Background: an optimization exercise with open tools, aiming at small area. Do not read the settings as production practice.
Function was checked by simulation only, so behaviour that the tests miss may differ from the original.

Setup of P:
## layer_top
module layer_top (
   input  logic             clk,
   input  logic             reset,
   input  logic             s_valid,
   input  logic             m_ready,
   input  layer_pkg::data_t data_in,
   output logic             s_ready,
   output logic             m_valid,
   output layer_pkg::data_t data_out
);
Size: ~1200 cells after synthesis, ~38 I/O pins, about 0.011 mm² of cells after synthesis.
Settings: LEC_CHECK=0, CAP_MARGIN=20, CORE_MARGIN=2, CORE_UTILIZATION=40, SLEW_MARGIN=20; clock period 7.0 ns.
standard.sh (not shown) runs the stock make flow with config.mk's settings and CLKGATE_MAP_FILE= SYNTH_SCRIPT=/design/flow/synth_recipe.tcl, a recipe that flattens the netlist after the stock synthesis.
==> flow/flow/run.sh <==
#!/bin/bash
# The standard synthesis, then its combinational logic mapped again by
# ABC with an area-oriented script (flow/abc_resyn.script): the standard
# synthesis's registers and adder cells stay exactly as they are, with their
# names. Then the standard layout of that netlist, with extra ORFS make
# variables from flow/make_vars (one per line).
# Logs: flow_synth.log and flow_make.log (make's output), flow_resyn.log
# (Yosys); each ORFS step also keeps its own log under orfs/logs.
set -euo pipefail
args=()
while IFS= read -r line; do
   [[ -z "$line" || "$line" == \#* ]] && continue
   args+=("$line")
done < flow/make_vars

bash standard.sh "${args[@]}" synth > flow_synth.log 2>&1

RES=orfs/results/$FLOW_PLATFORM/layer_top/base
LIB=$FLOW_HOME/platforms/$FLOW_PLATFORM/lib/sky130_fd_sc_hd__tt_025C_1v80.lib
YOSYS=$FLOW_HOME/../tools/install/yosys/bin/yosys
DONT_USE=$(grep -o 'sky130_fd_sc_hd__[a-z0-9_]*' $FLOW_HOME/platforms/$FLOW_PLATFORM/config.mk | sort -u | sed 's/^/-dont_use /' | tr '\n' ' ')
cp $RES/1_2_yosys.v 1_2_yosys_standard.v
cat > resyn.ys <<EOT
read_liberty -ignore_miss_func $LIB
read_verilog 1_2_yosys_standard.v
hierarchy -top $FLOW_TOP
blackbox sky130_fd_sc_hd__dfxtp_1 sky130_fd_sc_hd__edfxtp_1 sky130_fd_sc_hd__fa_1 sky130_fd_sc_hd__ha_1 sky130_fd_sc_hd__conb_1
tee -o resyn_stat_before.txt stat -liberty $LIB
flatten
opt -purge
abc -script $PWD/flow/abc_resyn.script -liberty $LIB $DONT_USE -constr $PWD/orfs/objects/$FLOW_PLATFORM/layer_top/base/abc.constr
splitnets
opt_clean -purge
hilomap -singleton -hicell sky130_fd_sc_hd__conb_1 HI -locell sky130_fd_sc_hd__conb_1 LO
insbuf -buf sky130_fd_sc_hd__buf_4 A X
tee -o resyn_stat_after.txt stat -liberty $LIB
write_verilog -noattr -nohex -nodec 1_2_yosys_resyn.v
EOT
$YOSYS -s resyn.ys > flow_resyn.log 2>&1
# The new netlist must be fully mapped and hold the same registers
cat > resyn_check.ys <<EOT
read_liberty -lib $LIB
read_verilog 1_2_yosys_resyn.v
hierarchy -check -top $FLOW_TOP
check -assert -mapped
EOT
$YOSYS -s resyn_check.ys > flow_resyn_check.log 2>&1
regs() { grep -oE 'sky130_fd_sc_hd__e?dfxtp_[0-9]+ +\\?[^ ]+' "$1" | sort; }
if ! diff <(regs 1_2_yosys_standard.v) <(regs 1_2_yosys_resyn.v) > flow_resyn_regs.diff; then
   echo "registers differ from the standard synthesis" >&2
   exit 1
fi
cp 1_2_yosys_resyn.v $RES/1_2_yosys.v
rm -f $RES/1_synth.odb
bash standard.sh "${args[@]}" finish > flow_make.log 2>&1
==> flow/flow/abc_resyn.script <==
&get -n
&st
&syn2
&dch -f
&nf -a -R 1000
&put
topo
stime -c
dnsize -c
==> flow/flow/make_vars <==
BUFFER_PORTS_ARGS=-buffer_cell sky130_fd_sc_hd__buf_1
CTS_BUF_LIST=sky130_fd_sc_hd__clkbuf_8
GPL_KEEP_OVERFLOW=0
P ran to completion and came out clean on the timing, DRC and antenna checks.
The inputs of Q differ from those of P as listed below.
==> flow/flow/abc_resyn.script <==
strash
dch -f
amap
topo
stime -c
Results
- [Q] relative slew slack fell 11 points relative to P
- Of the two values seen for slowest cell on the critical path, dfxtp_1 was produced by Q and dfxtp_4 by P.
- Summary: total wire length after detailed routing, Q worse than P
- P vs Q, critical path launch point: u_mac_array.u_lane.wb_q[1] vs u_mac_array.u_lane.wa_q[1]
- The core of Q is more densely filled than that of P.
- Summary of Q over P: final critical path time including I/O delays and setup decreased by 0.0042 ns relative to the old numbers; detailed-route vias per instance increased by 5.3% relative to the old numbers; worst hold slack after final layout increased by 0.0053 ns relative to the old numbers; part of the cycle the worst path needs closely matched the old numbers; total area of sequential cells closely matched the old numbers.
### Q -> R
==> flow/flow/run.sh <==
#!/bin/bash
# The standard layout (standard.sh) with extra ORFS make variables, one
# per line in flow/make_vars. Each ORFS step keeps its own log under
# orfs/logs; make's own output goes to flow_make.log here.
set -euo pipefail
args=()
while IFS= read -r line; do
   [[ -z "$line" || "$line" == \#* ]] && continue
   args+=("$line")
done < flow/make_vars
bash standard.sh "${args[@]}" finish > flow_make.log 2>&1
==> flow/flow/make_vars <==
BUFFER_PORTS_ARGS=-buffer_cell sky130_fd_sc_hd__buf_1
CTS_BUF_LIST=sky130_fd_sc_hd__clkbuf_8
removed: flow/flow/abc_resyn.script
==> run notes <==
- R ended with every stage complete and zero timing, DRC or antenna violations.
- Taking Q as the reference, in R final worst slack increased 0.17 ns; post-synthesis cell count rose about 1%; vertical extent of the die went up about 4%.
- R vs Q: routed wire length down in R

* * *

layer_top, a different RTL version from the one above (not shown whole).
export LEC_CHECK = 0
export CAP_MARGIN = 20
export CORE_MARGIN = 2
export CORE_UTILIZATION = 40
export SLEW_MARGIN = 20
create_clock -name core_clock -period 7.0 [get_ports {clk}]
==> flow/flow/run.sh <==
#!/bin/bash
# The standard synthesis, then its combinational logic mapped again by
# ABC with an area-oriented script (flow/abc_resyn.script): the standard
# synthesis's registers and adder cells stay exactly as they are, with their
# names. Then the standard layout of that netlist, with extra ORFS make
# variables from flow/make_vars (one per line).
# Logs: flow_synth.log and flow_make.log (make's output), flow_resyn.log
# (Yosys); each ORFS step also keeps its own log under orfs/logs.
set -euo pipefail
args=()
while IFS= read -r line; do
   [[ -z "$line" || "$line" == \#* ]] && continue
   args+=("$line")
done < flow/make_vars

bash standard.sh "${args[@]}" synth > flow_synth.log 2>&1

RES=orfs/results/$FLOW_PLATFORM/layer_top/base
LIB=$FLOW_HOME/platforms/$FLOW_PLATFORM/lib/sky130_fd_sc_hd__tt_025C_1v80.lib
YOSYS=$FLOW_HOME/../tools/install/yosys/bin/yosys
DONT_USE=$(grep -o 'sky130_fd_sc_hd__[a-z0-9_]*' $FLOW_HOME/platforms/$FLOW_PLATFORM/config.mk | sort -u | sed 's/^/-dont_use /' | tr '\n' ' ')
cp $RES/1_2_yosys.v 1_2_yosys_standard.v
cat > resyn.ys <<EOT
read_liberty -ignore_miss_func $LIB
read_verilog 1_2_yosys_standard.v
hierarchy -top $FLOW_TOP
blackbox sky130_fd_sc_hd__dfxtp_1 sky130_fd_sc_hd__edfxtp_1 sky130_fd_sc_hd__fa_1 sky130_fd_sc_hd__ha_1 sky130_fd_sc_hd__conb_1
tee -o resyn_stat_before.txt stat -liberty $LIB
flatten
opt -purge
abc -script $PWD/flow/abc_resyn.script -liberty $LIB $DONT_USE -constr $PWD/orfs/objects/$FLOW_PLATFORM/layer_top/base/abc.constr
splitnets
opt_clean -purge
hilomap -singleton -hicell sky130_fd_sc_hd__conb_1 HI -locell sky130_fd_sc_hd__conb_1 LO
insbuf -buf sky130_fd_sc_hd__buf_4 A X
tee -o resyn_stat_after.txt stat -liberty $LIB
write_verilog -noattr -nohex -nodec 1_2_yosys_resyn.v
EOT
$YOSYS -s resyn.ys > flow_resyn.log 2>&1
# The new netlist must be fully mapped and hold the same registers
cat > resyn_check.ys <<EOT
read_liberty -lib $LIB
read_verilog 1_2_yosys_resyn.v
hierarchy -check -top $FLOW_TOP
check -assert -mapped
EOT
$YOSYS -s resyn_check.ys > flow_resyn_check.log 2>&1
regs() { grep -oE 'sky130_fd_sc_hd__e?dfxtp_[0-9]+ +\\?[^ ]+' "$1" | sort; }
if ! diff <(regs 1_2_yosys_standard.v) <(regs 1_2_yosys_resyn.v) > flow_resyn_regs.diff; then
   echo "registers differ from the standard synthesis" >&2
   exit 1
fi
cp 1_2_yosys_resyn.v $RES/1_2_yosys.v
rm -f $RES/1_synth.odb
bash standard.sh "${args[@]}" finish > flow_make.log 2>&1
==> flow/flow/make_vars <==
BUFFER_PORTS_ARGS=-buffer_cell sky130_fd_sc_hd__buf_1
GPL_KEEP_OVERFLOW=0
PLACE_DENSITY=0.8
CTS_ARGS=-sink_clustering_enable -repair_clock_nets -buf_list sky130_fd_sc_hd__clkbuf_16 -dont_use_dummy_load
Other scripts of this flow, unchanged in this note and not shown: flow/flow/abc_resyn.script
Next try:
==> flow/flow/make_vars (replaced) <==
BUFFER_PORTS_ARGS=-buffer_cell sky130_fd_sc_hd__buf_1
GPL_KEEP_OVERFLOW=0
PLACE_DENSITY=0.8
CTS_ARGS=-sink_clustering_enable -repair_clock_nets -buf_list sky130_fd_sc_hd__clkbuf_8 -dont_use_dummy_load
Clock-buffer cell count is unchanged.
Final cell count is unchanged.
Via count goes down by 0.61%.
Global-route usage goes down by 0.15 points.
Sequential share of layout area goes up by 0.50 points.
Clock skew goes up by 0.0092 ns.
Worst hold slack gets worse by 0.0063 ns.
Synthesized cell count is unchanged.
Routed wire length goes down by 0.51%.

==> re-timing with driven ports <==
Ports are ideal in the flow. The routed layouts listed here were re-timed in OpenROAD. Step 1: set_driving_cell puts a clkbuf_16 on clk and a buf_2 on each other input, an assumption about the parent block. Step 2 adds t to the input delays and takes it off the output delays; t is the mean of the earliest and latest rising clock arrival at the registers after step 1. Input paths then give back, and output paths get back, about the clock's delay inside the block. Slacks: ideal / step 1 / step 2; pairs: ideal / step 1.
run | shift t [ns] | setup WS [ns] | worst setup path at the end | pins driven straight from the clock port
P | 0.504 | 0.441 / 0.441 / 0.441 | register to register | 1
Q | 0.512 | 0.446 / 0.446 / 0.310 | input to register | 1
R | 0.510 | 0.612 / 0.612 / 0.612 | register to register | 1
the first run of note 2 | 0.460 | 0.327 / 0.327 / 0.287 | input to register | 1
the second run of note 2 | 0.490 | 0.317 / 0.317 / 0.272 | input to register | 1
After both steps every run listed still meets setup and hold. The setup slack of Q, which loses most, moves by 0.000 ns with the drivers and by -0.136 ns with both steps.
